This design comes from an exercise in tuning for small area and a short achievable clock period on the open sky130 flow, not from production work. RTL that was checked went through simulation tests only; none was proved equivalent to the original. Only the layout flow was run in runs 1 to 3; the RTL was not checked for function there. Power and IR drop assume default switching activity.

==> flow/design.v <==
`default_nettype none
package ipdc_pkg;
    localparam int IMG_DIM  = 8;
    localparam int WIN_DIM  = 4;
    localparam int FB_DEPTH = IMG_DIM * IMG_DIM;
endpackage
`default_nettype wire
`timescale 1ns/1ps
`default_nettype none
module ipdc_top (
    input  wire logic        i_clk,
    input  wire logic        i_rst_n,
    input  wire logic        i_op_valid,
    input  wire logic [2:0]  i_op_mode,
    input  wire logic        i_in_valid,
    input  wire logic [23:0] i_in_data,
    output wire logic        o_in_ready,
    output logic             o_out_valid,
    output logic [23:0]      o_out_data
);
    logic       st_idle_r, st_ready_r, st_load_r, st_origin_r, st_disp_r;
    logic       st_idle_w, st_ready_w, st_load_w, st_origin_w, st_disp_w;
    logic [2:0] op_r, op_w;
    logic [5:0] load_cnt_r, load_cnt_w;
    logic [2:0] org_x_r, org_x_w, org_y_r, org_y_w;
    logic [1:0] scan_x_r, scan_x_w, scan_y_r, scan_y_w;
    logic       mode_r, mode_w;           
    logic       req_valid_r, req_valid_w, req_show_r, req_show_w;
    logic       req_valid_d_r, req_show_d_r;
    logic       shift_r;
    logic       load_acc, load_last;
    assign o_in_ready = st_load_r;
    assign load_acc   = st_load_r & i_in_valid;
    assign load_last  = load_acc & (&load_cnt_r);
    always_comb begin
        st_idle_w   = 1'b0;
        st_ready_w  = st_ready_r;
        st_load_w   = st_load_r;
        st_origin_w = 1'b0;
        st_disp_w   = st_disp_r;
        op_w        = op_r;
        load_cnt_w  = load_cnt_r;
        org_x_w     = org_x_r;
        org_y_w     = org_y_r;
        scan_x_w    = scan_x_r;
        scan_y_w    = scan_y_r;
        mode_w      = mode_r;
        req_valid_w = 1'b0;
        req_show_w  = 1'b0;
        if (st_idle_r) begin
            st_ready_w = 1'b1;
        end
        if (st_ready_r && i_op_valid) begin
            op_w = i_op_mode;
            if (i_op_mode == 3'b000) begin
                st_ready_w = 1'b0;
                st_load_w  = 1'b1;
            end else if (i_op_mode != 3'b101) begin
                st_ready_w  = 1'b0;
                st_origin_w = 1'b1;
            end
        end
        if (st_load_r) begin
            if (load_acc) begin
                load_cnt_w = load_cnt_r + 6'd1;
            end
            if (load_last) begin
                st_load_w   = 1'b0;
                st_ready_w  = 1'b1;
                req_valid_w = 1'b1;
            end
        end
        if (st_origin_r) begin
            st_disp_w = 1'b1;
            scan_x_w  = 2'd0;
            scan_y_w  = 2'd0;
            case (op_r)
                3'b001: if (org_x_r < 3'd4) org_x_w = org_x_r + 3'd1;
                3'b010: if (org_y_r < 3'd4) org_y_w = org_y_r + 3'd1;
                3'b011: begin
                    org_x_w = 3'd0;
                    org_y_w = 3'd0;
                end
                3'b100: begin
                    org_x_w = 3'd2;
                    org_y_w = 3'd2;
                end
                3'b110, 3'b111: begin
                    mode_w      = ~op_r[0];
                    req_valid_w = 1'b1;
                    st_disp_w   = 1'b0;
                    st_ready_w  = 1'b1;
                end
                default: begin
                    st_disp_w  = 1'b0;
                    st_ready_w = 1'b1;
                end
            endcase
        end
        if (st_disp_r) begin
            req_valid_w = 1'b1;
            req_show_w  = 1'b1;
            scan_x_w    = scan_x_r + 2'd1;
            if (&scan_x_r) begin
                scan_y_w = scan_y_r + 2'd1;
                if (&scan_y_r) begin
                    st_disp_w  = 1'b0;
                    st_ready_w = 1'b1;
                end
            end
        end
    end
    always_ff @(posedge i_clk or negedge i_rst_n) begin
        if (!i_rst_n) begin
            st_idle_r     <= 1'b1;
            st_ready_r    <= 1'b0;
            st_load_r     <= 1'b0;
            st_origin_r   <= 1'b0;
            st_disp_r     <= 1'b0;
            op_r          <= 3'b000;
            load_cnt_r    <= 6'd0;
            org_x_r       <= 3'd0;
            org_y_r       <= 3'd0;
            scan_x_r      <= 2'd0;
            scan_y_r      <= 2'd0;
            mode_r        <= 1'b0;
            req_valid_r   <= 1'b0;
            req_show_r    <= 1'b0;
            req_valid_d_r <= 1'b0;
            req_show_d_r  <= 1'b0;
            o_out_valid   <= 1'b0;
            shift_r       <= 1'b0;
        end else begin
            st_idle_r     <= st_idle_w;
            st_ready_r    <= st_ready_w;
            st_load_r     <= st_load_w;
            st_origin_r   <= st_origin_w;
            st_disp_r     <= st_disp_w;
            op_r          <= op_w;
            load_cnt_r    <= load_cnt_w;
            org_x_r       <= org_x_w;
            org_y_r       <= org_y_w;
            scan_x_r      <= scan_x_w;
            scan_y_r      <= scan_y_w;
            mode_r        <= mode_w;
            req_valid_r   <= req_valid_w;
            req_show_r    <= req_show_w;
            req_valid_d_r <= req_valid_r;
            req_show_d_r  <= req_show_r;
            o_out_valid   <= req_valid_d_r;
            shift_r       <= load_acc & ~load_last;
        end
    end
    logic [23:0] mem [0:63];
    always_ff @(posedge i_clk) begin
        if (load_acc) begin
            mem[0] <= i_in_data;
        end
    end
    for (genvar k = 1; k < 64; k++) begin : g_shift
        always_ff @(posedge i_clk) begin
            if (shift_r) begin
                mem[k] <= mem[k-1];
            end
        end
    end
    logic [7:0]  row_sel_r, col_sel_r;
    logic [2:0]  rd_row, rd_col;
    logic [23:0] rd_pixel_r, rd_pixel_w;
    assign rd_row = org_y_r + {1'b0, scan_y_r};
    assign rd_col = org_x_r + {1'b0, scan_x_r};
    always_ff @(posedge i_clk) begin
        for (int i = 0; i < 8; i++) begin
            row_sel_r[i] <= (rd_row == 3'(i));
            col_sel_r[i] <= (rd_col == 3'(i));
        end
    end
    always_comb begin
        logic [23:0] row_data;
        rd_pixel_w = '0;
        for (int r = 0; r < 8; r++) begin
            row_data = '0;
            for (int c = 0; c < 8; c++) begin
                row_data = row_data | ({24{col_sel_r[c]}} & mem[63 - 8*r - c]);
            end
            rd_pixel_w = rd_pixel_w | ({24{row_sel_r[r]}} & row_data);
        end
    end
    always_ff @(posedge i_clk) begin
        rd_pixel_r <= rd_pixel_w;
    end
    logic [7:0]  r, g, b;
    logic [23:0] ycc, out_data_w;
    assign r = rd_pixel_r[7:0];
    assign g = rd_pixel_r[15:8];
    assign b = rd_pixel_r[23:16];
    always_comb begin
        ycc[7:0]   = (r >> 2) + (g >> 1) + (b >> 3);
        ycc[15:8]  = 8'd128 - (r >> 3) - (g >> 2) + (b >> 1);
        ycc[23:16] = 8'd128 + (r >> 1) - (g >> 2) - (b >> 3);
    end
    always_comb begin
        if (!req_show_d_r) begin
            out_data_w = '0;
        end else if (mode_r) begin
            out_data_w = ycc;
        end else begin
            out_data_w = rd_pixel_r;
        end
    end
    always_ff @(posedge i_clk) begin
        o_out_data <= out_data_w;
    end
endmodule
`default_nettype wire
==> flow/constraint.sdc <==
create_clock -name core_clock -period 3.2 [get_ports {i_clk}]
set_input_delay 0.6400 -clock core_clock [delete_from_list [all_inputs] [get_ports {i_clk}]]
set_output_delay 0.6400 -clock core_clock [all_outputs]
set_load 0.01 [all_outputs]
==> flow/run.sh <==
#!/bin/bash
# synth_recipe.tcl (not shown) runs the flow's synth.tcl, then flattens the netlist and writes it again
# the make line also repeats each setting of config.mk as NAME=value (left out here)
make -C /OpenROAD-flow-scripts/flow DESIGN_CONFIG=/design/flow/config.mk WORK_HOME=/design/flow/orfs CLKGATE_MAP_FILE= SYNTH_SCRIPT=/design/flow/synth_recipe.tcl finish
==> flow/config.mk <==
export PLATFORM = sky130hd
export DESIGN_NAME = ipdc_top
export DESIGN_NICKNAME = ipdc_top
export VERILOG_FILES = /design/flow/design.v
export SDC_FILE = /design/flow/constraint.sdc
export NUM_CORES = 4
export LEC_CHECK = 0
export CAP_MARGIN = 20
export CORE_MARGIN = 2
export CORE_UTILIZATION = 40
export SLEW_MARGIN = 20
==> results of run 1 <==
## cell usage after synthesis, types with 13 or more instances
| cell type | number |
|---|---|
| sky130_fd_sc_hd__ha_1 | 36 |
| sky130_fd_sc_hd__nand2_1 | 22 |
| sky130_fd_sc_hd__nor3_1 | 13 |
| sky130_fd_sc_hd__dfrtp_1 | 30 |
| sky130_fd_sc_hd__dfxtp_1 | 64 |
| sky130_fd_sc_hd__a21oi_1 | 21 |
| sky130_fd_sc_hd__edfxtp_1 | 1536 |
| sky130_fd_sc_hd__a22oi_1 | 864 |
| sky130_fd_sc_hd__fa_1 | 18 |
| sky130_fd_sc_hd__nand4_1 | 217 |
| sky130_fd_sc_hd__inv_1 | 40 |
| sky130_fd_sc_hd__buf_2 | 166 |
| sky130_fd_sc_hd__o21ai_0 | 14 |
| sky130_fd_sc_hd__clkbuf_1 | 25 |
| sky130_fd_sc_hd__nor2_1 | 45 |
## worst min path at each step
stage                             end  slack [ns]  cells past startpoint
6_report          op_r[0]$_DFFE_PN0P_        0.29                      2
5_1_grt           op_r[0]$_DFFE_PN0P_        0.31                      2
4_1_cts         scan_y_r[1]$_DFF_PN0_        0.26                      2
3_5_place_dp    o_out_valid$_DFF_PN0_        0.33                      0
3_3_place_gp   req_show_d_r$_DFF_PN0_        0.33                      0
2_1_floorplan   o_out_valid$_DFF_PN0_        0.33                      0
## power breakdown
part	internal [mW]	switching, mW
combinational	5.92	9.43
clock	10.4	7.84
sequential	27.9	3.10
## per-stage QoR
stage / instances / utilization [%] / hold slack [ns] / setup WS, ns / area (um^2)
2_1_floorplan: 3239 / - / 0.331 / -7.72 / 59400
3_3_place_gp: 5163 / 42.8 / 0.334 / 0.652 / 63100
3_5_place_dp: 5163 / 42.8 / 0.335 / 0.656 / 63100
4_1_cts: 5455 / 46.2 / 0.261 / 0.631 / 68200
5_1_grt: 5455 / 46.2 / 0.313 / 0.516 / 68200
6_report: 5455 / 46.2 / 0.292 / 0.664 / 68200
## registers in the layout, summed over array words and instances, names as in the netlist, 2 cells and up
signal	count
row_sel_r	8
scan_x_r	2
op_r	3
rd_pixel_r	24
load_cnt_r	6
col_sel_r	8
org_y_r	3
o_out_data	24
scan_y_r	2
org_x_r	3
mem	1536
## layer usage
metal,vias to the layer above,wire (um),track usage (%),share of wire [%]
li1,13949,-,-,-
met1,16766,60200,25.6,44
met2,1282,64300,28.0,47
met3,215,9030,3.02,6.6
met4,0,2870,4.83,2.1
met5,-,0,0,0
## cells by family (layout without fill, tap and decap cells)
group	count (synthesis)	in the layout
simple gates	343	343
other cells	1	1
flops	1631	1631
compound gates	945	945
buf+inv	240	526
xor+xnor	14	14
mux	11	11
fa+ha+maj	54	54
## final cells by class
type,count,area (um^2)
fillers,12385,79300
multi-input cells,1368,10100
clock inverters,64,498
inverters,41,154
flip-flops and latches,1631,48200
repair buffers,193,2240
clock buffers,228,4550
well taps,1930,2410
## cells in the final DEF (no fill, tap or decap), types with 6 or more instances in the layout
| cell | synthesis | routed |
|---|---|---|
| sky130_fd_sc_hd__a21oi_1 | 21 | 21 |
| sky130_fd_sc_hd__a22oi_1 | 864 | 864 |
| sky130_fd_sc_hd__buf_12 | 0 | 52 |
| sky130_fd_sc_hd__buf_4 | 1 | 85 |
| sky130_fd_sc_hd__bufinv_16 | 0 | 7 |
| sky130_fd_sc_hd__clkbuf_1 | 25 | 48 |
| sky130_fd_sc_hd__clkbuf_16 | 0 | 168 |
| sky130_fd_sc_hd__clkbuf_8 | 0 | 12 |
| sky130_fd_sc_hd__clkdlybuf4s50_1 | 0 | 56 |
| sky130_fd_sc_hd__clkinv_1 | 0 | 33 |
| sky130_fd_sc_hd__clkinv_2 | 0 | 17 |
| sky130_fd_sc_hd__dfrtp_1 | 30 | 29 |
| sky130_fd_sc_hd__dfxtp_1 | 64 | 48 |
| sky130_fd_sc_hd__dfxtp_2 | 0 | 7 |
| sky130_fd_sc_hd__dfxtp_4 | 0 | 9 |
| sky130_fd_sc_hd__edfxtp_1 | 1536 | 1536 |
| sky130_fd_sc_hd__fa_1 | 18 | 18 |
| sky130_fd_sc_hd__ha_1 | 36 | 36 |
| sky130_fd_sc_hd__inv_1 | 40 | 39 |
| sky130_fd_sc_hd__mux2_2 | 6 | 6 |
| sky130_fd_sc_hd__nand2_1 | 22 | 22 |
| sky130_fd_sc_hd__nand2b_1 | 7 | 7 |
| sky130_fd_sc_hd__nand3_1 | 7 | 7 |
| sky130_fd_sc_hd__nand4_1 | 217 | 217 |
| sky130_fd_sc_hd__nor2_1 | 45 | 45 |
| sky130_fd_sc_hd__nor3_1 | 13 | 13 |
| sky130_fd_sc_hd__o211ai_1 | 6 | 6 |
| sky130_fd_sc_hd__o21ai_0 | 14 | 14 |
| sky130_fd_sc_hd__or3_1 | 6 | 6 |
| sky130_fd_sc_hd__xnor2_1 | 9 | 9 |
==> out/summary.txt, run 1 <==
TIMING
-----------------------------------------------------------------------------------------------------
RSZ-0062 raised after global routing ...................................................           no
Highest attainable clock frequency .....................................................    0.394 GHz
Accumulated negative setup slack .......................................................         0 ns
Min Tclk post-route ....................................................................      2.54 ns
Transition at the pin with the smallest max-transition slack ...........................     0.999 ns
Fin. max-slew vios .....................................................................            0
Number of hold-slack violations in the final timing report .............................            0
Share of the cycle needed by the critical path after routing ...........................        79.3%
Final setup violation count ............................................................            0
Worst Clk Skew .........................................................................    0.0287 ns
Relative slew margins ..................................................................        33.4%

CLOCK NETWORK
-----------------------------------------------------------------------------------------------------
CTS Sinks ..............................................................................         1631
Hold bufs inserted after CTS ...........................................................            0
Post-CTS setup buffer count ............................................................            0
Number of CTS-inserted buffers .........................................................          163
Clock Tree Buf Depth ...................................................................            3
CTS tree ...............................................................................         done
Clock Latency Late Sink ................................................................      0.76 ns
Clk pin slew, worst setup/hold paths ...................................................      0.06 ns
# resized after CTS ....................................................................            0
CTS H-tree depth .......................................................................            4
Cell chosen for the clock root ......................................................... sky130_fd_sc_hd__clkbuf_16

SYNTH
-----------------------------------------------------------------------------------------------------
Total number of yosys warnings .........................................................            2
Flip-flop and latch count after synthesis ..............................................         1631
Synthesized area divided by synthesized cell count .....................................    18.3 um^2
Top area cells in the synthesized netlist .............................................. sky130_fd_sc_hd__edfxtp_1 78%, sky130_fd_sc_hd__a22oi_1 11%, sky130_fd_sc_hd__nand4_1 2.3%
Fraction of registers with async set/reset .............................................        1.90%
Xor-xnor portion of the synthesized cell area ..........................................       0.207%
Mapped Cells ...........................................................................         3239
Post-synthesis share of cell area spent on full adders, half adders and majority gates .        1.37%
Area share of the largest cell type after synthesis ....................................        77.7%
Flip-flop cell with the highest count after synthesis .................................. sky130_fd_sc_hd__edfxtp_1
Number of synthesized flops with an enable pin .........................................         1536
Proportion of synthesized chip area in sequential cells ................................        81.1%
Post-synthesis mux area share ..........................................................       0.198%
Dominant cell type by area after synthesis ............................................. sky130_fd_sc_hd__edfxtp_1
Fraction of the mapped netlist area in compound gates ..................................        11.8%
Simple-gate share of the synthesized area ..............................................        3.35%
Netlist cell types .....................................................................           58
Post-Synthesis Net Count ...............................................................         3324
Dominant combinational cell family by area after synthesis ............................. compound AO/OA/AOI/OAI gates
Total standard cell area after synthesis ...............................................   59400 um^2

PLACED DESIGN
-----------------------------------------------------------------------------------------------------
Half-perimeter wire length after detailed placement ....................................      77.1 mm
Total of buffers placed on input and output ports ......................................           56
Routability congestion estimate from global placement ..................................        0.793

DETAILED ROUTING
-----------------------------------------------------------------------------------------------------
First-pass iteration count of the detailed router ......................................            5
DRC violation count after routing ......................................................            0
Iteration-0 DRC count of the detailed router ...........................................         3979
Remaining number of nets flagged by the antenna check after routing ....................            0
Detail-routed net length per standard cell .............................................      25.0 um
Total via count after detailed routing .................................................        32212
Routed wire length .....................................................................       136 mm
Via/cell ratio .........................................................................         5.91

GRT
-----------------------------------------------------------------------------------------------------
First-pass GRT wire length .............................................................       207 mm
Vias in the first global route .........................................................        32390
Total congestion overflow ..............................................................            0
Number of antenna violations at the first check in global routing ......................            0
Pin count of the biggest net entering global routing ...................................          110
Global routing usage summed across all routing layers ..................................        17.8%

SETUP PATH
-----------------------------------------------------------------------------------------------------
Critical Path Max Stage Delay ..........................................................      0.51 ns
Launching instance or port of the critical path ........................................ rd_pixel_r[12]$_DFF_P_
Critical Path Start Type ...............................................................         flop
Critical path endpoint category ........................................................         flop
Beginning of the worst register-to-register path ....................................... rd_pixel_r[12]$_DFF_P_
CP Buf/Inv Count .......................................................................            1
Cell depth of the worst flop-to-flop path ..............................................            7
Setup slack of the worst register-to-register path .....................................      0.66 ns
Stages on the worst setup path .........................................................            7
Reg-to-Reg End ......................................................................... o_out_data[12]$_SDFF_PN0_
WP data arrival ........................................................................      3.18 ns
Max Fanout on Critical Path ............................................................            6
Crit-path leading delay family .........................................................  adder cells
Slowest library cell on the worst path ................................................. sky130_fd_sc_hd__dfxtp_1
Setup crit end ......................................................................... o_out_data[12]$_SDFF_PN0_
Ordered list of cells on the worst path ................................................ inv_1 -> fa_1 -> ha_1 -> nor2b_4 -> o21a_1 -> or3_1 -> a32o_1
Worst Path Class, Setup ................................................................   reg -> reg
Required time reported for the critical path endpoint ..................................      3.84 ns

CELLS AND AREA
-----------------------------------------------------------------------------------------------------
Fraction of layout cells with a size suffix above 1 ....................................        10.8%
Total inserted antenna cells ...........................................................            0
Synthesis-to-layout area growth ........................................................        14.8%
Final net count ........................................................................         3483

MIN PATH
-----------------------------------------------------------------------------------------------------
Type of the tightest min-delay check ...................................................  in -> async

POWER AND IR DROP
-----------------------------------------------------------------------------------------------------
Worst IR Drop VDD ......................................................................     0.725 mV
Total leakage power ....................................................................      20.9 nW
Total chip power .......................................................................      64.6 mW
Power per cell area ....................................................................  948 nW/um^2

JOB
-----------------------------------------------------------------------------------------------------
Max-capacitance violation count ........................................................            0

DIE
-----------------------------------------------------------------------------------------------------
Die extent in x ........................................................................       389 um
Die height .............................................................................       389 um
Floorplan die area .....................................................................  152000 um^2
Starting utilization of the core area ..................................................        40.3%
Number of ports placed on the die boundary .............................................           57
Core Region ............................................................................  147000 um^2
Number of core rows ....................................................................          141

STATUS
-----------------------------------------------------------------------------------------------------
Run status ............................................................................. complete, no violations

==> run 2: changes to the inputs <==
--- a/flow/design.v
+++ b/flow/design.v
@@ -28,3 +28,3 @@
     logic       req_valid_r, req_valid_w, req_show_r, req_show_w;
-    logic       req_valid_d_r, req_show_d_r;
+    logic       req_valid_d_r;
     logic       shift_r;
@@ -129,3 +129,2 @@
             req_valid_d_r <= 1'b0;
-            req_show_d_r  <= 1'b0;
             o_out_valid   <= 1'b0;
@@ -148,3 +147,2 @@
             req_valid_d_r <= req_valid_r;
-            req_show_d_r  <= req_show_r;
             o_out_valid   <= req_valid_d_r;
@@ -169,4 +167,4 @@
     logic [23:0] rd_pixel_r, rd_pixel_w;
-    assign rd_row = org_y_r + {1'b0, scan_y_r};
-    assign rd_col = org_x_r + {1'b0, scan_x_r};
+    assign rd_row = org_y_w + {1'b0, scan_y_w};
+    assign rd_col = org_x_w + {1'b0, scan_x_w};
     always_ff @(posedge i_clk) begin
@@ -192,3 +190,5 @@
     logic [7:0]  r, g, b;
-    logic [23:0] ycc, out_data_w;
+    logic [7:0]  y_a, y_b, y_c, cb_a, cb_b, cb_c, cr_a, cr_b, cr_c;
+    logic [23:0] sum_w, carry_w, sum_r, carry_r;
+    logic        ycc_on, cin_r;
     assign r = rd_pixel_r[7:0];
@@ -196,18 +196,37 @@
     assign b = rd_pixel_r[23:16];
+    assign y_a  = {2'b00, r[7:2]};
+    assign y_b  = {1'b0, g[7:1]};
+    assign y_c  = {3'b000, b[7:3]};
+    assign cb_a = {1'b0, b[7:1]};
+    assign cb_b = {2'b00, ~g[7:2]};
+    assign cb_c = {3'b001, ~r[7:3]};
+    assign cr_a = {1'b0, r[7:1]};
+    assign cr_b = {2'b00, ~g[7:2]};
+    assign cr_c = {3'b001, ~b[7:3]};
+    assign ycc_on = req_show_r & mode_r;
     always_comb begin
-        ycc[7:0]   = (r >> 2) + (g >> 1) + (b >> 3);
-        ycc[15:8]  = 8'd128 - (r >> 3) - (g >> 2) + (b >> 1);
-        ycc[23:16] = 8'd128 + (r >> 1) - (g >> 2) - (b >> 3);
-    end
-    always_comb begin
-        if (!req_show_d_r) begin
-            out_data_w = '0;
+        if (!req_show_r) begin
+            sum_w   = '0;
+            carry_w = '0;
         end else if (mode_r) begin
-            out_data_w = ycc;
+            sum_w[7:0]     = y_a ^ y_b ^ y_c;
+            sum_w[15:8]    = cb_a ^ cb_b ^ cb_c;
+            sum_w[23:16]   = cr_a ^ cr_b ^ cr_c;
+            carry_w[7:0]   = {(y_a[6:0] & y_b[6:0]) | (y_a[6:0] & y_c[6:0]) | (y_b[6:0] & y_c[6:0]), 1'b0};
+            carry_w[15:8]  = {(cb_a[6:0] & cb_b[6:0]) | (cb_a[6:0] & cb_c[6:0]) | (cb_b[6:0] & cb_c[6:0]), 1'b1};
+            carry_w[23:16] = {(cr_a[6:0] & cr_b[6:0]) | (cr_a[6:0] & cr_c[6:0]) | (cr_b[6:0] & cr_c[6:0]), 1'b1};
         end else begin
-            out_data_w = rd_pixel_r;
-        end
-    end
-    always_ff @(posedge i_clk) begin
-        o_out_data <= out_data_w;
+            sum_w   = rd_pixel_r;
+            carry_w = '0;
+        end
+    end
+    always_ff @(posedge i_clk) begin
+        sum_r   <= sum_w;
+        carry_r <= carry_w;
+        cin_r   <= ycc_on;
+    end
+    always_ff @(posedge i_clk) begin
+        o_out_data[7:0]   <= sum_r[7:0] + carry_r[7:0];
+        o_out_data[15:8]  <= sum_r[15:8] + carry_r[15:8] + {7'd0, cin_r};
+        o_out_data[23:16] <= sum_r[23:16] + carry_r[23:16] + {7'd0, cin_r};
     end
==> run 2 against run 1 <==
  * Sequential share of layout area is 0.37 points higher
  * Via count shrank 0.66%
  * Utilization shrank 0.14 points
  * Combinational power shrank 28%
  * Power shrank 4.7%
  * Largest power group unchanged
  * Sequential cell count grew 43
  * Sequential power increased by 2%
  * Global-route usage is 0.59 points lower
  * Fmax shrank 2.1%
  * Wire length down 2.0%
  * Critical path depth is the same
==> out/summary.txt, run 2 <==
GRT
----------------------------------------------------------------------------------
Pin count of the biggest net entering global routing ................          116
Vias in the first global route ......................................        31942
Number of antenna violations at the first check in global routing ...            2
First-pass GRT wire length ..........................................       202 mm
Global routing usage summed across all routing layers ...............        17.2%
Total congestion overflow ...........................................            0

CELLS AND AREA
----------------------------------------------------------------------------------
Flip-flop count of the largest register after layout ................         1536
Fin util ............................................................        46.1%
Leading cell type in the layout, fill and taps excluded ............. sky130_fd_sc_hd__edfxtp_1
Final net count .....................................................         3479
Most used cells in the layout excluding fill and tap cells .......... 1536 x sky130_fd_sc_hd__edfxtp_1, 865 x sky130_fd_sc_hd__a22oi_1, 217 x sky130_fd_sc_hd__nand4_1, 175 x sky130_fd_sc_hd__clkbuf_16, 92 x sky130_fd_sc_hd__dfxtp_1
Post-layout instance count excluding filler cells ...................         5549
Register with the most flip-flops ...................................          mem
Synthesis-to-layout area growth .....................................        14.5%
Fraction of layout cells with a size suffix above 1 .................        10.3%

POWER AND IR DROP
----------------------------------------------------------------------------------
Worst IR Drop VDD ...................................................     0.606 mV
Total chip power ....................................................      61.6 mW
Power per cell area .................................................  892 nW/um^2
Total leakage power .................................................      21.2 nW

DETAILED ROUTING
----------------------------------------------------------------------------------
Detail-routed net length per standard cell ..........................      24.1 um
Iteration-0 DRC count of the detailed router ........................         3571
First-pass iteration count of the detailed router ...................            6
Remaining number of nets flagged by the antenna check after routing .            0
Routed wire length ..................................................       134 mm
Total via count after detailed routing ..............................        32000
Via/cell ratio ......................................................         5.77
DRC violation count after routing ...................................            0

CLOCK NETWORK
----------------------------------------------------------------------------------
Clock Latency Late Sink .............................................      0.79 ns
Clk pin slew, worst setup/hold paths ................................      0.06 ns
Cell chosen for the clock root ...................................... sky130_fd_sc_hd__clkbuf_16
Hold bufs inserted after CTS ........................................            0
Number of CTS-inserted buffers ......................................          169
CTS Sinks ...........................................................         1674
Clock Tree Buf Depth ................................................            3
CTS H-tree depth ....................................................            4
CTS tree ............................................................         done
# resized after CTS .................................................            0
Post-CTS setup buffer count .........................................            0

SYNTH
----------------------------------------------------------------------------------
Number of synthesized flops with an enable pin ......................         1536
Flip-flop and latch count after synthesis ...........................         1674
Proportion of synthesized chip area in sequential cells .............        81.4%
Synthesized area divided by synthesized cell count ..................    18.4 um^2
Fraction of registers with async set/reset ..........................        1.79%
Total standard cell area after synthesis ............................   60200 um^2
Mapped Cells ........................................................         3270
Netlist cell types ..................................................           56
Total number of yosys warnings ......................................            2
Flip-flop cell with the highest count after synthesis ............... sky130_fd_sc_hd__edfxtp_1
Post-Synthesis Net Count ............................................         3352
Commonest cells in the synthesized netlist .......................... 1536 x sky130_fd_sc_hd__edfxtp_1, 865 x sky130_fd_sc_hd__a22oi_1, 217 x sky130_fd_sc_hd__nand4_1
Dominant cell type by area after synthesis .......................... sky130_fd_sc_hd__edfxtp_1
Most numerous cell in the Yosys netlist ............................. sky130_fd_sc_hd__edfxtp_1
Area share of the largest cell type after synthesis .................        76.6%
Top area cells in the synthesized netlist ........................... sky130_fd_sc_hd__edfxtp_1 77%, sky130_fd_sc_hd__a22oi_1 11%, sky130_fd_sc_hd__dfxtp_1 3.6%

TIMING
----------------------------------------------------------------------------------
Highest attainable clock frequency ..................................    0.386 GHz
Min Tclk post-route .................................................      2.59 ns
Accumulated negative setup slack ....................................         0 ns
RSZ-0062 raised after global routing ................................           no
Worst Clk Skew ......................................................    0.0277 ns
Fin. max-slew vios ..................................................            0
Relative slew margins ...............................................        30.0%
Number of hold-slack violations in the final timing report ..........            0
Final setup violation count .........................................            0
Final worst slack ...................................................     0.610 ns
Share of the cycle needed by the critical path after routing ........        80.9%
Transition at the pin with the smallest max-transition slack ........      1.05 ns

PLACED DESIGN
----------------------------------------------------------------------------------
Setup slack after placement .........................................     0.621 ns
Number of placed cells counting well taps ...........................         5242
Total of buffers placed on input and output ports ...................           56
Half-perimeter wire length after detailed placement .................      72.7 mm
Routability congestion estimate from global placement ...............        0.759

SETUP PATH
----------------------------------------------------------------------------------
Max Fanout on Critical Path .........................................           15
WP data arrival .....................................................      3.24 ns
Critical path endpoint category .....................................         flop
Ordered list of cells on the worst path ............................. nor3b_2 -> o21ai_0 -> a22o_1 -> ha_1 -> fa_1 -> xnor2_2 -> nor2_1
CP Buf/Inv Count ....................................................            0
Critical Path Start Type ............................................         flop
Slowest library cell on the worst path .............................. sky130_fd_sc_hd__dfrtp_1
Crit-path leading delay family ......................................  adder cells
Setup slack of the worst register-to-register path ..................      0.61 ns
Worst Path Class, Setup .............................................   reg -> reg
Critical Path Max Stage Delay .......................................      0.62 ns
Required time reported for the critical path endpoint ...............      3.85 ns

DIE
----------------------------------------------------------------------------------
Core Region .........................................................  150000 um^2
Die extent in x .....................................................       392 um
Number of ports placed on the die boundary ..........................           57
Floorplan die area ..................................................  154000 um^2
Die height ..........................................................       392 um
Starting utilization of the core area ...............................        40.2%
Number of core rows .................................................          142

JOB
----------------------------------------------------------------------------------
Max-capacitance violation count .....................................            0

MIN PATH
----------------------------------------------------------------------------------
Type of the tightest min-delay check ................................  in -> async

STATUS
----------------------------------------------------------------------------------
Run status .......................................................... complete, no violations

run 2: kinds of logic (layout without fill, tap and decap cells):
| group | Yosys count | after routing | share of synthesized area, % |
|---|---|---|---|
| AOI/OAI and AO/OA | 911 | 911 | 11.3 |
| xor gates and xnor gates | 25 | 25 | 0.413 |
| buffers and inverters | 233 | 495 | 1.66 |
| and+or+nand+nor | 349 | 349 | 3.43 |
| muxes | 26 | 26 | 0.442 |
| other | 1 | 2 | 0.00622 |
| adders and majority gates | 51 | 51 | 1.33 |
| DFF | 1674 | 1674 | 81.4 |
run 2: per-layer routing:
| metal | vias up | part of all wire (%) | global-route usage (%) |
|---|---|---|---|
| met3 | 195 | 6.6 | 2.87 |
| li1 | 13926 | - | - |
| met4 | 0 | 2.0 | 4.83 |
| met1 | 16709 | 45 | 25.4 |
| met2 | 1170 | 46 | 26.2 |
| met5 | - | 0 | 0 |
run 2: worst register-to-register path, cell delays in order, from the launching register on:
cell	delay (ns)
sky130_fd_sc_hd__dfrtp_1	0.62
sky130_fd_sc_hd__nor3b_2	0.30
sky130_fd_sc_hd__o21ai_0	0.15
sky130_fd_sc_hd__a22o_1	0.28
sky130_fd_sc_hd__ha_1	0.22
sky130_fd_sc_hd__fa_1	0.51
sky130_fd_sc_hd__xnor2_2	0.29
sky130_fd_sc_hd__nor2_1	0.09
run 2: where the power goes:
group | internal [mW] | switching, mW | total (mW)
Sequential | 28.8 | 2.99 | 31.7
Combinational | 4.25 | 6.72 | 11.0
Clock | 10.7 | 8.13 | 18.8
Total | 43.7 | 17.8 | 61.6
run 2: path summary, 6_finish.rpt:
kind                       cells past startpoint                start                         to
setup / recovery                               7  op_r[2]$_DFFE_PN0P_       col_sel_r[6]$_DFF_P_
hold / removal                                 1              i_rst_n  load_cnt_r[5]$_DFFE_PN0P_
setup reg to reg                               7  op_r[2]$_DFFE_PN0P_       col_sel_r[6]$_DFF_P_
hold reg to reg                                0  sum_r[0]$_SDFF_PN0_      o_out_data[0]$_DFF_P_
max in group asynchronous                      2              i_rst_n       org_y_r[0]$_DFF_PN0_
min in group core_clock                        0  sum_r[0]$_SDFF_PN0_      o_out_data[0]$_DFF_P_
run 2: through the flow:
step	cell area (um^2)	hold WS, ns
6_report	69000	0.319
5_1_grt	69000	0.331
4_1_cts	69000	0.284
3_5_place_dp	63800	0.312
3_3_place_gp	63800	0.312
2_1_floorplan	60300	0.310
run 2: area by class of cell:
type                            instances  area, um^2
Sequential cell                      1674       49100
Multi-Input combinational cell       1363       10200
Clock buffer                          238        4740
Fill cell                           12595       80800
Tap cell                             2016        2520
Antenna cell                            1        2.50
Inverter                               36         135
Clock inverter                         68         518
Timing Repair Buffer                  153        1800
==> run 3: changes to the inputs <==
--- a/flow/config.mk
+++ b/flow/config.mk
@@ -7,2 +7,3 @@
 export LEC_CHECK = 0
+export ABC_CLOCK_PERIOD_IN_PS = 1600
 export CAP_MARGIN = 20
@@ -10,2 +11,3 @@
 export CORE_UTILIZATION = 40
+export SETUP_SLACK_MARGIN = 1.6
 export SLEW_MARGIN = 20
==> run 3 against run 2 <==
  * Still clean
  * Fmax increased by 15%
  * Clock power about the same
  * Global-route usage increased by 2.3 points
  * Via count increased by 5.4%
==> out/summary.txt, run 3 <==
SYNTH
----------------------------------------------------------------------------------
Mapped Cells ........................................................         3270
Flip-flop cell with the highest count after synthesis ............... sky130_fd_sc_hd__edfxtp_1
Most numerous cell in the Yosys netlist ............................. sky130_fd_sc_hd__edfxtp_1
Total number of yosys warnings ......................................            2
Total standard cell area after synthesis ............................   60200 um^2
Proportion of synthesized chip area in sequential cells .............        81.4%
Fraction of registers with async set/reset ..........................        1.79%
Area share of the largest cell type after synthesis .................        76.6%
Post-Synthesis Net Count ............................................         3352
Dominant cell type by area after synthesis .......................... sky130_fd_sc_hd__edfxtp_1
Flip-flop and latch count after synthesis ...........................         1674
Commonest cells in the synthesized netlist .......................... 1536 x sky130_fd_sc_hd__edfxtp_1, 865 x sky130_fd_sc_hd__a22oi_1, 217 x sky130_fd_sc_hd__nand4_1
Top area cells in the synthesized netlist ........................... sky130_fd_sc_hd__edfxtp_1 77%, sky130_fd_sc_hd__a22oi_1 11%, sky130_fd_sc_hd__dfxtp_1 3.6%
Number of synthesized flops with an enable pin ......................         1536
Netlist cell types ..................................................           56
Synthesized area divided by synthesized cell count ..................    18.4 um^2

TIMING
----------------------------------------------------------------------------------
Relative slew margins ...............................................        22.5%
Accumulated negative setup slack ....................................         0 ns
Fin. max-slew vios ..................................................            0
Transition at the pin with the smallest max-transition slack ........      1.16 ns
Min Tclk post-route .................................................      2.25 ns
Number of hold-slack violations in the final timing report ..........            0
Share of the cycle needed by the critical path after routing ........        70.2%
Highest attainable clock frequency ..................................    0.445 GHz
Worst Clk Skew ......................................................    0.0298 ns
Final setup violation count .........................................            0
RSZ-0062 raised after global routing ................................          yes

GRT
----------------------------------------------------------------------------------
Pin count of the biggest net entering global routing ................          116
Global routing usage summed across all routing layers ...............        19.5%
Total congestion overflow ...........................................            0
First-pass GRT wire length ..........................................       223 mm
Number of antenna violations at the first check in global routing ...            2
Vias in the first global route ......................................        33295

DIE
----------------------------------------------------------------------------------
Die height ..........................................................       392 um
Number of ports placed on the die boundary ..........................           57
Floorplan die area ..................................................  154000 um^2
Starting utilization of the core area ...............................        40.2%
Die extent in x .....................................................       392 um
Number of core rows .................................................          142
Core Region .........................................................  150000 um^2

CLOCK NETWORK
----------------------------------------------------------------------------------
Clk pin slew, worst setup/hold paths ................................      0.06 ns
CTS Sinks ...........................................................         1674
CTS tree ............................................................         done
Number of CTS-inserted buffers ......................................          169
CTS H-tree depth ....................................................            4
Clock Tree Buf Depth ................................................            3
Cell chosen for the clock root ...................................... sky130_fd_sc_hd__clkbuf_16
Clock Latency Late Sink .............................................      0.79 ns

MIN PATH
----------------------------------------------------------------------------------
Type of the tightest min-delay check ................................  in -> async

CELLS AND AREA
----------------------------------------------------------------------------------
Fin util ............................................................        49.0%
Register with the most flip-flops ...................................          mem
Flip-flop count of the largest register after layout ................         1536
Post-layout instance count excluding filler cells ...................         5717
Fraction of layout cells with a size suffix above 1 .................        22.5%
Synthesis-to-layout area growth .....................................        21.8%
Total area of sequential cells ......................................   49100 um^2
Multi-input combinational cell area .................................   11500 um^2
Filler instances ....................................................        12088
Leading cell type in the layout, fill and taps excluded ............. sky130_fd_sc_hd__edfxtp_1
Most used cells in the layout excluding fill and tap cells .......... 1536 x sky130_fd_sc_hd__edfxtp_1, 662 x sky130_fd_sc_hd__a22oi_1, 217 x sky130_fd_sc_hd__nand4_1, 203 x sky130_fd_sc_hd__a22oi_2, 186 x sky130_fd_sc_hd__clkbuf_16
Final net count .....................................................         3647

DETAILED ROUTING
----------------------------------------------------------------------------------
Via/cell ratio ......................................................         5.90
First-pass iteration count of the detailed router ...................            6
Total via count after detailed routing ..............................        33733
Detail-routed net length per standard cell ..........................      26.7 um
Routed wire length ..................................................       153 mm
Remaining number of nets flagged by the antenna check after routing .            0
DRC violation count after routing ...................................            0
Iteration-0 DRC count of the detailed router ........................         3858

POWER AND IR DROP
----------------------------------------------------------------------------------
Total leakage power .................................................      22.9 nW
Power per cell area .................................................  902 nW/um^2
Total chip power ....................................................      66.1 mW
Worst IR Drop VDD ...................................................     0.623 mV

SETUP PATH
----------------------------------------------------------------------------------
Critical path endpoint category .....................................         flop
Worst Path Class, Setup .............................................   reg -> reg
Required time reported for the critical path endpoint ...............      3.89 ns
Cell depth of the worst flop-to-flop path ...........................            7
Critical Path Max Stage Delay .......................................      0.65 ns
Critical Path Start Type ............................................         flop
CP Buf/Inv Count ....................................................            0
WP data arrival .....................................................      2.94 ns
Max Fanout on Critical Path .........................................            7
Slowest library cell on the worst path .............................. sky130_fd_sc_hd__fa_2
Crit-path leading delay family ......................................  adder cells
Beginning of the worst register-to-register path .................... op_r[0]$_DFFE_PN0P_
Stages on the worst setup path ......................................            7
Setup crit end ...................................................... col_sel_r[2]$_DFF_P_
Reg-to-Reg End ...................................................... col_sel_r[2]$_DFF_P_
Launching instance or port of the critical path ..................... op_r[0]$_DFFE_PN0P_
Ordered list of cells on the worst path ............................. nor3b_4 -> o21ai_2 -> a22o_1 -> ha_2 -> fa_2 -> nand2b_1 -> nor2_1
Setup slack of the worst register-to-register path ..................      0.95 ns

PLACED DESIGN
----------------------------------------------------------------------------------
Routability congestion estimate from global placement ...............        0.759
Number of placed cells counting well taps ...........................         5242
Half-perimeter wire length after detailed placement .................      72.7 mm
Total of buffers placed on input and output ports ...................           56

JOB
----------------------------------------------------------------------------------
Max-capacitance violation count .....................................            0

STATUS
----------------------------------------------------------------------------------
Run status .......................................................... complete, no violations

run 3: cell families after synthesis:
family	synth area share, %
flip-flops	81.4
AO/OA/AOI/OAI	11.3
AND/OR/NAND/NOR	3.43
buffers and inverters	1.66
adder cells (fa/ha/maj)	1.33
multiplexers	0.442
XOR/XNOR	0.413
other	0.00622
run 3: stage by stage:
step / hold WS (ns) / area, um^2 / setup slack, ns
after detailed placement: 0.312 / 63800 / 0.621
after floorplan: 0.310 / 60300 / -7.72
final: 0.300 / 73400 / 0.953
after global routing: 0.331 / 73400 / 0.846
after global placement: 0.312 / 63800 / 0.674
after CTS: 0.284 / 72400 / 1.06
run 3: worst min-delay path by stage:
stage,start,endpoint,slack [ns]
2_1_floorplan,sum_r[0]$_SDFF_PN0_,o_out_data[0]$_DFF_P_,0.31
3_3_place_gp,sum_r[0]$_SDFF_PN0_,o_out_data[0]$_DFF_P_,0.31
3_5_place_dp,sum_r[0]$_SDFF_PN0_,o_out_data[0]$_DFF_P_,0.31
4_1_cts,i_rst_n,st_disp_r$_DFF_PN0_,0.28
5_1_grt,sum_r[0]$_SDFF_PN0_,o_out_data[0]$_DFF_P_,0.33
6_report,i_rst_n,load_cnt_r[5]$_DFFE_PN0P_,0.30
run 3: metal layers:
metal | part of all wire [%] | track usage [%]
met5 | 0 | 0
met4 | 3.1 | 6.06
met3 | 8.0 | 3.32
met2 | 46 | 30.1
met1 | 43 | 28.2
run 3: repair_timing:
action                      CTS  global route
hold buffers                  0             0
buffers inserted            111             9
gates cloned                 37            11
gates resized for setup     394           147
pin swaps                   181           137
setup endpoints to repair  1525           398
run 3: power breakdown:
group | internal [mW] | leakage (nW) | switching [mW] | total, mW
clock network | 10.7 | 2.57 | 8.21 | 18.9
logic | 6.77 | 5.46 | 8.89 | 15.7
registers | 28.8 | 14.8 | 2.76 | 31.6
run 3: cell type report:
type	count	area share [%]
Clock inverter	68	0.706
Antenna cell	1	0.00341
Multi-Input combinational cell	1363	15.7
Timing Repair Buffer	321	6.60
Inverter	36	0.188
Sequential cell	1674	67.0
Clock buffer	238	6.45
Tap cell	2016	3.44
==> run 4: changes to the inputs <==
--- a/flow/design.v
+++ b/flow/design.v
@@ -22,6 +22,6 @@
     logic       st_idle_w, st_ready_w, st_load_w, st_origin_w, st_disp_w;
-    logic [2:0] op_r, op_w;
+    logic [2:0] op_r;
     logic [5:0] load_cnt_r, load_cnt_w;
-    logic [2:0] org_x_r, org_x_w, org_y_r, org_y_w;
-    logic [1:0] scan_x_r, scan_x_w, scan_y_r, scan_y_w;
+    logic [4:0] org_x_r, org_x_w, org_y_r, org_y_w;
+    logic [3:0] beat_r, beat_w;
     logic       mode_r, mode_w;           
@@ -31,2 +31,4 @@
     logic       load_acc, load_last;
+    logic       op_take;
+    logic       op_shr, op_shd, op_def, op_zoom, op_mode;
     assign o_in_ready = st_load_r;
@@ -34,2 +36,8 @@
     assign load_last  = load_acc & (&load_cnt_r);
+    assign op_take    = st_ready_r & i_op_valid;
+    assign op_shr  = (op_r == 3'b001);
+    assign op_shd  = (op_r == 3'b010);
+    assign op_def  = (op_r == 3'b011);
+    assign op_zoom = (op_r == 3'b100);
+    assign op_mode = (op_r[2:1] == 2'b11);
     always_comb begin
@@ -40,3 +48,2 @@
         st_disp_w   = st_disp_r;
-        op_w        = op_r;
         load_cnt_w  = load_cnt_r;
@@ -44,4 +51,3 @@
         org_y_w     = org_y_r;
-        scan_x_w    = scan_x_r;
-        scan_y_w    = scan_y_r;
+        beat_w      = beat_r;
         mode_w      = mode_r;
@@ -52,4 +58,3 @@
         end
-        if (st_ready_r && i_op_valid) begin
-            op_w = i_op_mode;
+        if (op_take) begin
             if (i_op_mode == 3'b000) begin
@@ -62,38 +67,29 @@
         end
-        if (st_load_r) begin
-            if (load_acc) begin
-                load_cnt_w = load_cnt_r + 6'd1;
-            end
-            if (load_last) begin
-                st_load_w   = 1'b0;
+        if (load_acc) begin
+            load_cnt_w = load_cnt_r + 6'd1;
+        end
+        if (load_last) begin
+            st_load_w   = 1'b0;
+            st_ready_w  = 1'b1;
+            req_valid_w = 1'b1;
+        end
+        if (st_origin_r) begin
+            beat_w = 4'd0;
+            if (op_shr && !org_x_r[4]) org_x_w = {org_x_r[3:0], 1'b0};
+            if (op_shd && !org_y_r[4]) org_y_w = {org_y_r[3:0], 1'b0};
+            if (op_def) begin
+                org_x_w = 5'b00001;
+                org_y_w = 5'b00001;
+            end
+            if (op_zoom) begin
+                org_x_w = 5'b00100;
+                org_y_w = 5'b00100;
+            end
+            if (op_mode) begin
+                mode_w      = ~op_r[0];
+                req_valid_w = 1'b1;
                 st_ready_w  = 1'b1;
-                req_valid_w = 1'b1;
-            end
-        end
-        if (st_origin_r) begin
-            st_disp_w = 1'b1;
-            scan_x_w  = 2'd0;
-            scan_y_w  = 2'd0;
-            case (op_r)
-                3'b001: if (org_x_r < 3'd4) org_x_w = org_x_r + 3'd1;
-                3'b010: if (org_y_r < 3'd4) org_y_w = org_y_r + 3'd1;
-                3'b011: begin
-                    org_x_w = 3'd0;
-                    org_y_w = 3'd0;
-                end
-                3'b100: begin
-                    org_x_w = 3'd2;
-                    org_y_w = 3'd2;
-                end
-                3'b110, 3'b111: begin
-                    mode_w      = ~op_r[0];
-                    req_valid_w = 1'b1;
-                    st_disp_w   = 1'b0;
-                    st_ready_w  = 1'b1;
-                end
-                default: begin
-                    st_disp_w  = 1'b0;
-                    st_ready_w = 1'b1;
-                end
-            endcase
+            end else begin
+                st_disp_w   = 1'b1;
+            end
         end
@@ -102,11 +98,11 @@
             req_show_w  = 1'b1;
-            scan_x_w    = scan_x_r + 2'd1;
-            if (&scan_x_r) begin
-                scan_y_w = scan_y_r + 2'd1;
-                if (&scan_y_r) begin
-                    st_disp_w  = 1'b0;
-                    st_ready_w = 1'b1;
-                end
-            end
-        end
+            beat_w      = beat_r + 4'd1;
+            if (&beat_r) begin
+                st_disp_w  = 1'b0;
+                st_ready_w = 1'b1;
+            end
+        end
+    end
+    always_ff @(posedge i_clk) begin
+        op_r <= i_op_mode;
     end
@@ -119,8 +115,6 @@
             st_disp_r     <= 1'b0;
-            op_r          <= 3'b000;
             load_cnt_r    <= 6'd0;
-            org_x_r       <= 3'd0;
-            org_y_r       <= 3'd0;
-            scan_x_r      <= 2'd0;
-            scan_y_r      <= 2'd0;
+            org_x_r       <= 5'b00001;
+            org_y_r       <= 5'b00001;
+            beat_r        <= 4'd0;
             mode_r        <= 1'b0;
@@ -137,3 +131,2 @@
             st_disp_r     <= st_disp_w;
-            op_r          <= op_w;
             load_cnt_r    <= load_cnt_w;
@@ -141,4 +134,3 @@
             org_y_r       <= org_y_w;
-            scan_x_r      <= scan_x_w;
-            scan_y_r      <= scan_y_w;
+            beat_r        <= beat_w;
             mode_r        <= mode_w;
@@ -164,12 +156,19 @@
     end
-    logic [7:0]  row_sel_r, col_sel_r;
-    logic [2:0]  rd_row, rd_col;
+    logic [7:0]  row_sel_r, col_sel_r, row_sel_w, col_sel_w;
     logic [23:0] rd_pixel_r, rd_pixel_w;
-    assign rd_row = org_y_w + {1'b0, scan_y_w};
-    assign rd_col = org_x_w + {1'b0, scan_x_w};
-    always_ff @(posedge i_clk) begin
-        for (int i = 0; i < 8; i++) begin
-            row_sel_r[i] <= (rd_row == 3'(i));
-            col_sel_r[i] <= (rd_col == 3'(i));
-        end
+    always_comb begin
+        if (st_origin_r) begin
+            col_sel_w = {3'b000, org_x_w};
+            row_sel_w = {3'b000, org_y_w};
+        end else if (&beat_r[1:0]) begin
+            col_sel_w = {3'b000, org_x_r};
+            row_sel_w = {row_sel_r[6:0], 1'b0};
+        end else begin
+            col_sel_w = {col_sel_r[6:0], 1'b0};
+            row_sel_w = row_sel_r;
+        end
+    end
+    always_ff @(posedge i_clk) begin
+        row_sel_r <= row_sel_w;
+        col_sel_r <= col_sel_w;
     end
--- a/flow/config.mk
+++ b/flow/config.mk
@@ -7,7 +7,8 @@
 export LEC_CHECK = 0
-export ABC_CLOCK_PERIOD_IN_PS = 1600
 export CAP_MARGIN = 20
 export CORE_MARGIN = 2
-export CORE_UTILIZATION = 40
-export SETUP_SLACK_MARGIN = 1.6
+export CORE_UTILIZATION = 60
+export CTS_CLUSTER_DIAMETER = 100
+export CTS_CLUSTER_SIZE = 30
+export SETUP_SLACK_MARGIN = 1.2
 export SLEW_MARGIN = 20
==> run 4 against run 3 <==
  * Clock skew decreased by 0.00091 ns
  * Sequential cell count increased by 4
  * Worst hold slack improved by 0.040 ns
  * Setup slack got worse by 0.035 ns
  * Fmax decreased by 1.6%
  * Non-clock buffer count decreased by 106
  * Final area decreased by 9.7%
  * Die area decreased by 33%
  * Sequential power decreased by 4%
  * Cell count decreased by 18%
  * Critical endpoint is now rd_pixel_r[13]$_DFF_P_
  * Largest cell class unchanged
  * Largest power group unchanged
==> out/summary.txt, run 4 <==
JOB
----------------------------------------------------------------------------------
Max-capacitance violation count .....................................            0

DETAILED ROUTING
----------------------------------------------------------------------------------
Remaining number of nets flagged by the antenna check after routing .            0
First-pass iteration count of the detailed router ...................            6
Routed wire length ..................................................       144 mm
Iteration-0 DRC count of the detailed router ........................         4356
DRC violation count after routing ...................................            0
Total via count after detailed routing ..............................        32618
Via/cell ratio ......................................................         6.92
Detail-routed net length per standard cell ..........................      30.5 um

CLOCK NETWORK
----------------------------------------------------------------------------------
CTS tree ............................................................         done
Clk pin slew, worst setup/hold paths ................................      0.12 ns
Cell chosen for the clock root ...................................... sky130_fd_sc_hd__clkbuf_16
CTS H-tree depth ....................................................            2
Number of CTS-inserted buffers ......................................           61
Clock Tree Buf Depth ................................................            3
CTS Sinks ...........................................................         1678
Clock Latency Late Sink .............................................      0.74 ns

TIMING
----------------------------------------------------------------------------------
Worst Clk Skew ......................................................    0.0289 ns
Highest attainable clock frequency ..................................    0.438 GHz
Share of the cycle needed by the critical path after routing ........        71.3%
Min Tclk post-route .................................................      2.28 ns
Fin. max-slew vios ..................................................            0
Accumulated negative setup slack ....................................         0 ns
Relative slew margins ...............................................        32.3%
Transition at the pin with the smallest max-transition slack ........      1.02 ns
Worst hold-check slack ..............................................     0.340 ns
Final worst slack ...................................................     0.917 ns
Final setup violation count .........................................            0
RSZ-0062 raised after global routing ................................          yes
Number of hold-slack violations in the final timing report ..........            0

GRT
----------------------------------------------------------------------------------
Pin count of the biggest net entering global routing ................          175
Total congestion overflow ...........................................            0
First-pass GRT wire length ..........................................       212 mm
Number of antenna violations at the first check in global routing ...            4
Vias in the first global route ......................................        32363
Global routing usage summed across all routing layers ...............        27.6%

SETUP PATH
----------------------------------------------------------------------------------
Critical Path Max Stage Delay .......................................      0.66 ns
Ordered list of cells on the worst path ............................. buf_12 -> buf_12 -> a22oi_1 -> a41oi_2 -> a21oi_2 -> nand4_1
Beginning of the worst register-to-register path .................... col_sel_r[0]$_DFF_P_
Worst Path Class, Setup .............................................   reg -> reg
Cell depth of the worst flop-to-flop path ...........................            6
Reg-to-Reg End ...................................................... rd_pixel_r[13]$_DFF_P_
Slowest library cell on the worst path .............................. sky130_fd_sc_hd__nand4_1
Max Fanout on Critical Path .........................................            5
Required time reported for the critical path endpoint ...............      3.51 ns
Setup slack of the worst register-to-register path ..................      0.92 ns
Most common cell type on the critical path .......................... sky130_fd_sc_hd__buf_12
Critical Path Start Type ............................................         flop
Critical path endpoint category .....................................         flop
WP data arrival .....................................................      2.60 ns

PLACED DESIGN
----------------------------------------------------------------------------------
Setup slack after placement .........................................     0.436 ns
Half-perimeter wire length after detailed placement .................      77.7 mm
Routability congestion estimate from global placement ...............        0.805
Total of buffers placed on input and output ports ...................           56

SYNTH
----------------------------------------------------------------------------------
Dominant cell type by area after synthesis .......................... sky130_fd_sc_hd__edfxtp_1
Total number of yosys warnings ......................................            2
Top area cells in the synthesized netlist ........................... sky130_fd_sc_hd__edfxtp_1 77%, sky130_fd_sc_hd__a22oi_1 10%, sky130_fd_sc_hd__dfxtp_1 3.5%
Flip-flop cell with the highest count after synthesis ............... sky130_fd_sc_hd__edfxtp_1
Total standard cell area after synthesis ............................   60500 um^2
Mapped Cells ........................................................         3291
Area share of the largest cell type after synthesis .................        76.5%
Most numerous cell in the Yosys netlist ............................. sky130_fd_sc_hd__edfxtp_1
Flip-flop and latch count after synthesis ...........................         1678
Synthesized area divided by synthesized cell count ..................    18.4 um^2
Post-Synthesis Net Count ............................................         3366
Fraction of registers with async set/reset ..........................        1.85%
Number of synthesized flops with an enable pin ......................         1541
Proportion of synthesized chip area in sequential cells .............        81.3%
Netlist cell types ..................................................           55
Commonest cells in the synthesized netlist .......................... 1541 x sky130_fd_sc_hd__edfxtp_1, 805 x sky130_fd_sc_hd__a22oi_1, 161 x sky130_fd_sc_hd__nand4_1

CELLS AND AREA
----------------------------------------------------------------------------------
Fin util ............................................................        66.2%
Multi-input combinational cell area .................................   10500 um^2
Final net count .....................................................         3439
Register with the most flip-flops ...................................          mem
Total area of sequential cells ......................................   49200 um^2
Flip-flop count of the largest register after layout ................         1536
Synthesis-to-layout area growth .....................................        9.53%
Filler instances ....................................................         6673
Most used cells in the layout excluding fill and tap cells .......... 1541 x sky130_fd_sc_hd__edfxtp_1, 760 x sky130_fd_sc_hd__a22oi_1, 161 x sky130_fd_sc_hd__nand4_1, 95 x sky130_fd_sc_hd__dfxtp_1, 70 x sky130_fd_sc_hd__buf_4
Fraction of layout cells with a size suffix above 1 .................        9.67%
Leading cell type in the layout, fill and taps excluded ............. sky130_fd_sc_hd__edfxtp_1

DIE
----------------------------------------------------------------------------------
Number of ports placed on the die boundary ..........................           57
Number of core rows .................................................          116
Core Region .........................................................  100000 um^2
Die height ..........................................................       322 um
Starting utilization of the core area ...............................        60.5%
Die extent in x .....................................................       322 um
Floorplan die area ..................................................  103000 um^2

POWER AND IR DROP
----------------------------------------------------------------------------------
Total leakage power .................................................      20.0 nW
Worst IR Drop VDD ...................................................     0.641 mV
Total chip power ....................................................      54.5 mW
Power per cell area .................................................  823 nW/um^2

MIN PATH
----------------------------------------------------------------------------------
Worst-case hold path end point ...................................... o_out_data[0]$_DFF_P_
Startpoint of the tightest hold check path .......................... sum_r[0]$_SDFF_PN0_
Type of the tightest min-delay check ................................   reg -> reg
Worst Hold Path Cells ...............................................            0

STATUS
----------------------------------------------------------------------------------
Run status .......................................................... complete, no violations

[run 4: kinds of logic after synthesis]
logic type      after synthesis  share of synthesized area [%]
flops                      1678                           81.3
mux                          32                          0.534
xor+xnor                     23                          0.333
compound gates              993                           12.1
buf+inv                     249                           1.86
simple gates                271                           2.66
other cells                   1                        0.00620
fa+ha+maj                    44                           1.16
[run 4: metal layers]
metal	global-route usage, %	vias to the layer above	routed length (um)
met4	7.59	2	3880
li1	-	13812	-
met1	41.9	17002	60900
met3	3.51	207	11200
met2	42.9	1595	68000
met5	0	-	20
[run 4: worst max-delay path by stage]
stage | to | start | slack, ns
2_1_floorplan | mem[10][0]$_DFFE_PP_ | shift_r$_DFF_PN0_ | -7.72
3_3_place_gp | rd_pixel_r[13]$_DFF_P_ | col_sel_r[7]$_SDFF_PP0_ | 0.40
3_5_place_dp | rd_pixel_r[13]$_DFF_P_ | col_sel_r[7]$_SDFF_PP0_ | 0.44
4_1_cts | rd_pixel_r[13]$_DFF_P_ | col_sel_r[7]$_SDFF_PP0_ | 0.87
5_1_grt | rd_pixel_r[13]$_DFF_P_ | col_sel_r[3]$_DFF_P_ | 0.90
6_report | rd_pixel_r[13]$_DFF_P_ | col_sel_r[0]$_DFF_P_ | 0.92
[run 4: metrics by stage]
stage | instance area [um^2] | cells
floorplan | 60500 | 3291
global placement | 63100 | 4541
detailed placement | 63100 | 4541
CTS | 65800 | 4706
global route | 66200 | 4712
finish | 66200 | 4715
[run 4: timing repair]
item                                    CTS  global route
hold buffers                              0             1
endpoints found under the setup margin   33           184
gates resized for setup                  74            88
cloned                                   11             2
buffers inserted                         41             3
pin swaps                                19            34
hold endpoints to repair                  0            20
[run 4: power by group]
| part | internal (mW) | total [mW] | switching (mW) |
|---|---|---|---|
| logic | 5.36 | 14.1 | 8.73 |
| registers | 28.1 | 30.4 | 2.31 |
| clock network | 3.79 | 10.0 | 6.22 |
| total | 37.2 | 54.5 | 17.3 |
[run 4: worst max-delay path, delay by kind of cell, from the launching register on]
family	cells	cell delay, ns
AOI/OAI and AO/OA	3	0.51
buffers and inverters	2	0.28
DFF	1	0.40
and+or+nand+nor	1	0.66
[run 4: layout make-up]
class	count	share of cell area, %
clock inverters	1	0.0132
multi-input cells	1364	15.9
repair buffers	215	4.40
well taps	1298	2.45
diodes	3	0.0113
inverters	44	0.249
clock buffers	112	2.67
flip-flops and latches	1678	74.3
==> run 5: changes to the inputs <==
--- a/flow/config.mk
+++ b/flow/config.mk
@@ -9,5 +9,3 @@
 export CORE_MARGIN = 2
-export CORE_UTILIZATION = 60
-export CTS_CLUSTER_DIAMETER = 100
-export CTS_CLUSTER_SIZE = 30
+export CORE_UTILIZATION = 40
 export SETUP_SLACK_MARGIN = 1.2
==> run 5 against run 4 <==
  * Still clean on timing, DRC and antenna
  * Die area rose by 49%
  * Worst hold slack got worse by 0.079 ns
  * Combinational power decreased by 14%
  * Wire length down 2.6%
  * Sequential power rose by 1%
  * Synthesized cell count stayed put
  * Global-route usage shrank 9.7 points
  * Via count shrank 0.35%
  * Clock skew fell by 0.0082 ns
  * Critical path type is now reg -> out
==> out/summary.txt, run 5 <==
CLOCK NETWORK
----------------------------------------------------------------------------------
Clock Tree Buf Depth ................................................            3
CTS Sinks ...........................................................         1678
Number of CTS-inserted buffers ......................................          167
Cell chosen for the clock root ...................................... sky130_fd_sc_hd__clkbuf_16
CTS H-tree depth ....................................................            4
Clock Latency Late Sink .............................................      0.79 ns
Clk pin slew, worst setup/hold paths ................................      0.06 ns
CTS tree ............................................................         done

SETUP PATH
----------------------------------------------------------------------------------
Max Fanout on Critical Path .........................................            1
WP data arrival .....................................................      1.31 ns
Slowest library cell on the worst path .............................. sky130_fd_sc_hd__dfxtp_1
Required time reported for the critical path endpoint ...............      2.56 ns
Ordered list of cells on the worst path ............................. clkdlybuf4s15_2
Critical path endpoint category .....................................   output pin
Reg-to-Reg End ...................................................... mem[23][23]$_DFFE_PP_
Crit-path leading delay family ......................................   flip-flops
Critical Path Start Type ............................................         flop
CP Buf/Inv Count ....................................................            1
Worst Path Class, Setup .............................................   reg -> out
Setup slack of the worst register-to-register path ..................      1.27 ns
Beginning of the worst register-to-register path .................... shift_r$_DFF_PN0_
Stages on the worst setup path ......................................            1
Critical Path Max Stage Delay .......................................      0.31 ns
Cell depth of the worst flop-to-flop path ...........................            1

SYNTH
----------------------------------------------------------------------------------
Proportion of synthesized chip area in sequential cells .............        81.3%
Commonest cells in the synthesized netlist .......................... 1541 x sky130_fd_sc_hd__edfxtp_1, 805 x sky130_fd_sc_hd__a22oi_1, 161 x sky130_fd_sc_hd__nand4_1
Top area cells in the synthesized netlist ........................... sky130_fd_sc_hd__edfxtp_1 77%, sky130_fd_sc_hd__a22oi_1 10%, sky130_fd_sc_hd__dfxtp_1 3.5%
Fraction of registers with async set/reset ..........................        1.85%
Number of synthesized flops with an enable pin ......................         1541
Total standard cell area after synthesis ............................   60500 um^2
Mapped Cells ........................................................         3291
Netlist cell types ..................................................           55
Total number of yosys warnings ......................................            2
Dominant cell type by area after synthesis .......................... sky130_fd_sc_hd__edfxtp_1
Post-Synthesis Net Count ............................................         3366
Area share of the largest cell type after synthesis .................        76.5%
Flip-flop and latch count after synthesis ...........................         1678
Most numerous cell in the Yosys netlist ............................. sky130_fd_sc_hd__edfxtp_1
Flip-flop cell with the highest count after synthesis ............... sky130_fd_sc_hd__edfxtp_1
Synthesized area divided by synthesized cell count ..................    18.4 um^2

TIMING
----------------------------------------------------------------------------------
Worst Clk Skew ......................................................    0.0207 ns
Share of the cycle needed by the critical path after routing ........        60.9%
Number of hold-slack violations in the final timing report ..........            0
Fin. max-slew vios ..................................................            0
Min Tclk post-route .................................................      1.95 ns
Accumulated negative setup slack ....................................         0 ns
RSZ-0062 raised after global routing ................................           no
Transition at the pin with the smallest max-transition slack ........     0.889 ns
Relative slew margins ...............................................        40.7%
Highest attainable clock frequency ..................................    0.513 GHz
Final setup violation count .........................................            0

POWER AND IR DROP
----------------------------------------------------------------------------------
Internal ............................................................      44.6 mW
Reg power frac ......................................................        48.6%
Combinational fraction of design power ..............................        19.2%
Switching share of power ............................................        29.4%
Worst IR Drop VDD ...................................................     0.595 mV
Total leakage power .................................................      21.5 nW
Clock share of power ................................................        32.2%
Power per cell area .................................................  906 nW/um^2
Switching power .....................................................      18.6 mW

DIE
----------------------------------------------------------------------------------
Die height ..........................................................       393 um
Starting utilization of the core area ...............................        40.3%
Number of core rows .................................................          142
Number of ports placed on the die boundary ..........................           57
Die extent in x .....................................................       393 um
Core Region .........................................................  150000 um^2
Floorplan die area ..................................................  154000 um^2

PLACED DESIGN
----------------------------------------------------------------------------------
Total of buffers placed on input and output ports ...................           56
Half-perimeter wire length after detailed placement .................      74.9 mm
Standard cell area after detailed placement .........................   63900 um^2
Routability congestion estimate from global placement ...............        0.754

DETAILED ROUTING
----------------------------------------------------------------------------------
Iteration-0 DRC count of the detailed router ........................         3831
Remaining number of nets flagged by the antenna check after routing .            0
Total via count after detailed routing ..............................        32504
DRC violation count after routing ...................................            0
Via/cell ratio ......................................................         5.82
Routed wire length ..................................................       140 mm
First-pass iteration count of the detailed router ...................            5
Detail-routed net length per standard cell ..........................      25.1 um

GRT
----------------------------------------------------------------------------------
Global routing usage summed across all routing layers ...............        17.9%
First-pass GRT wire length ..........................................       210 mm
Total congestion overflow ...........................................            0
Number of antenna violations at the first check in global routing ...            0
Pin count of the biggest net entering global routing ................          140
Vias in the first global route ......................................        32431

CELLS AND AREA
----------------------------------------------------------------------------------
Leading cell type in the layout, fill and taps excluded ............. sky130_fd_sc_hd__edfxtp_1
Filler instances ....................................................        12608
Total inserted antenna cells ........................................            0
Register with the most flip-flops ...................................          mem
Most used cells in the layout excluding fill and tap cells .......... 1541 x sky130_fd_sc_hd__edfxtp_1, 801 x sky130_fd_sc_hd__a22oi_1, 171 x sky130_fd_sc_hd__clkbuf_16, 161 x sky130_fd_sc_hd__nand4_1, 94 x sky130_fd_sc_hd__dfxtp_1
Cell area after layout ..............................................   69800 um^2
Flip-flop count of the largest register after layout ................         1536
Fraction of layout cells with a size suffix above 1 .................        12.1%
Synthesis-to-layout area growth .....................................        15.4%
Final net count .....................................................         3497

STATUS
----------------------------------------------------------------------------------
Run status .......................................................... complete, no violations

JOB
----------------------------------------------------------------------------------
Max-capacitance violation count .....................................            0

MIN PATH
----------------------------------------------------------------------------------
Type of the tightest min-delay check ................................  in -> async

## run 5: logic make-up after synthesis
group | synth area share [%]
DFF | 81.3
AOI/OAI and AO/OA | 12.1
and+or+nand+nor | 2.66
buffers and inverters | 1.86
adders and majority gates | 1.16
muxes | 0.534
xor gates and xnor gates | 0.333
other | 0.00620
## run 5: power groups by stage
stage	sequential [mW]	combinational (mW)	clock, mW
after floorplan	31.5	6.96	0
after global routing	31.1	13.2	21.6
after global placement	31.3	11.6	0
after CTS	30.8	12.1	20.8
after detailed placement	31.3	11.8	0
final	30.8	12.1	20.4
## run 5: per-stage QoR
| stage | hold slack [ns] | util, % | total power [mW] | std cells | setup slack (ns) |
|---|---|---|---|---|---|
| final | 0.262 | 46.5 | 63.2 | 5583 | 1.25 |
| after global routing | 0.272 | 46.5 | 65.9 | 5583 | 1.21 |
| after CTS | 0.222 | 46.5 | 63.7 | 5581 | 1.20 |
| after detailed placement | 0.316 | 42.6 | 43.1 | 5257 | 0.905 |
| after global placement | 0.313 | 42.6 | 42.9 | 5257 | 0.856 |
| after floorplan | 0.310 | - | 38.4 | 3291 | -7.72 |
## run 5: layer usage
metal  track usage (%)  part of all wire [%]  up-vias
met4              4.97                   2.0        0
met1              25.9                    44    17016
met5                 0                     0        -
li1                  -                     -    14045
met3              3.01                   6.4      204
met2              28.1                    48     1239
## run 5: how the worst max path moves through the flow
| stage | startpoint | to |
|---|---|---|
| after floorplan | shift_r$_DFF_PN0_ | mem[10][0]$_DFFE_PP_ |
| after global placement | i_in_valid | load_cnt_r[5]$_DFFE_PN0P_ |
| after detailed placement | i_in_valid | mem[0][12]$_DFFE_PP_ |
| after CTS | o_out_data[8]$_DFF_P_ | o_out_data[8] |
| after global routing | o_out_data[8]$_DFF_P_ | o_out_data[8] |
| final | o_out_data[1]$_DFF_P_ | o_out_data[1] |
## run 5: timing repair
item	4_1_cts	5_1_grt
gates resized for setup	96	8
hold buffers	0	0
pin swaps	0	1
setup buffers	10	2
setup endpoints to repair	51	12
## run 5: cell type report
type                    count  area [um^2]  share of cell area [%]
clock buffers             200         4430                    6.35
clock inverters           114         1260                    1.81
inverters                  44          169                   0.242
multi-input cells        1364        10200                    14.6
flip-flops and latches   1678        49200                    70.5
well taps                2016         2520                    3.62
repair buffers            167         1960                    2.82

## what the ideal ports hide
Ports are ideal in the flow. The routed layouts listed here were re-timed in OpenROAD. Step 1 assumes that a clkbuf_16 drives the clock port and a buf_2 every other input. Step 2 times the ports against the registers' clock, not the clock port: input delays grow and output delays shrink by t, the midpoint of the rising clock arrivals with the driver on. Three values: no drivers, after step 1, after step 2; two values: the first two.
run	t, ns	setup WS [ns]	cell pins on the clock port's net
run 1	0.823	0.664 / 0.664 / 0.664	1
run 2	0.851	0.610 / 0.610 / 0.610	1
run 3	0.863	0.953 / 0.953 / 0.953	1
run 4	0.793	0.917 / 0.917 / 0.813	1
run 5	0.857	1.252 / 1.175 / 0.930	1
After both steps setup and hold are still met in every run listed. The setup slack of run 5, which loses most, moves by -0.077 ns with the drivers and by -0.322 ns with both steps.
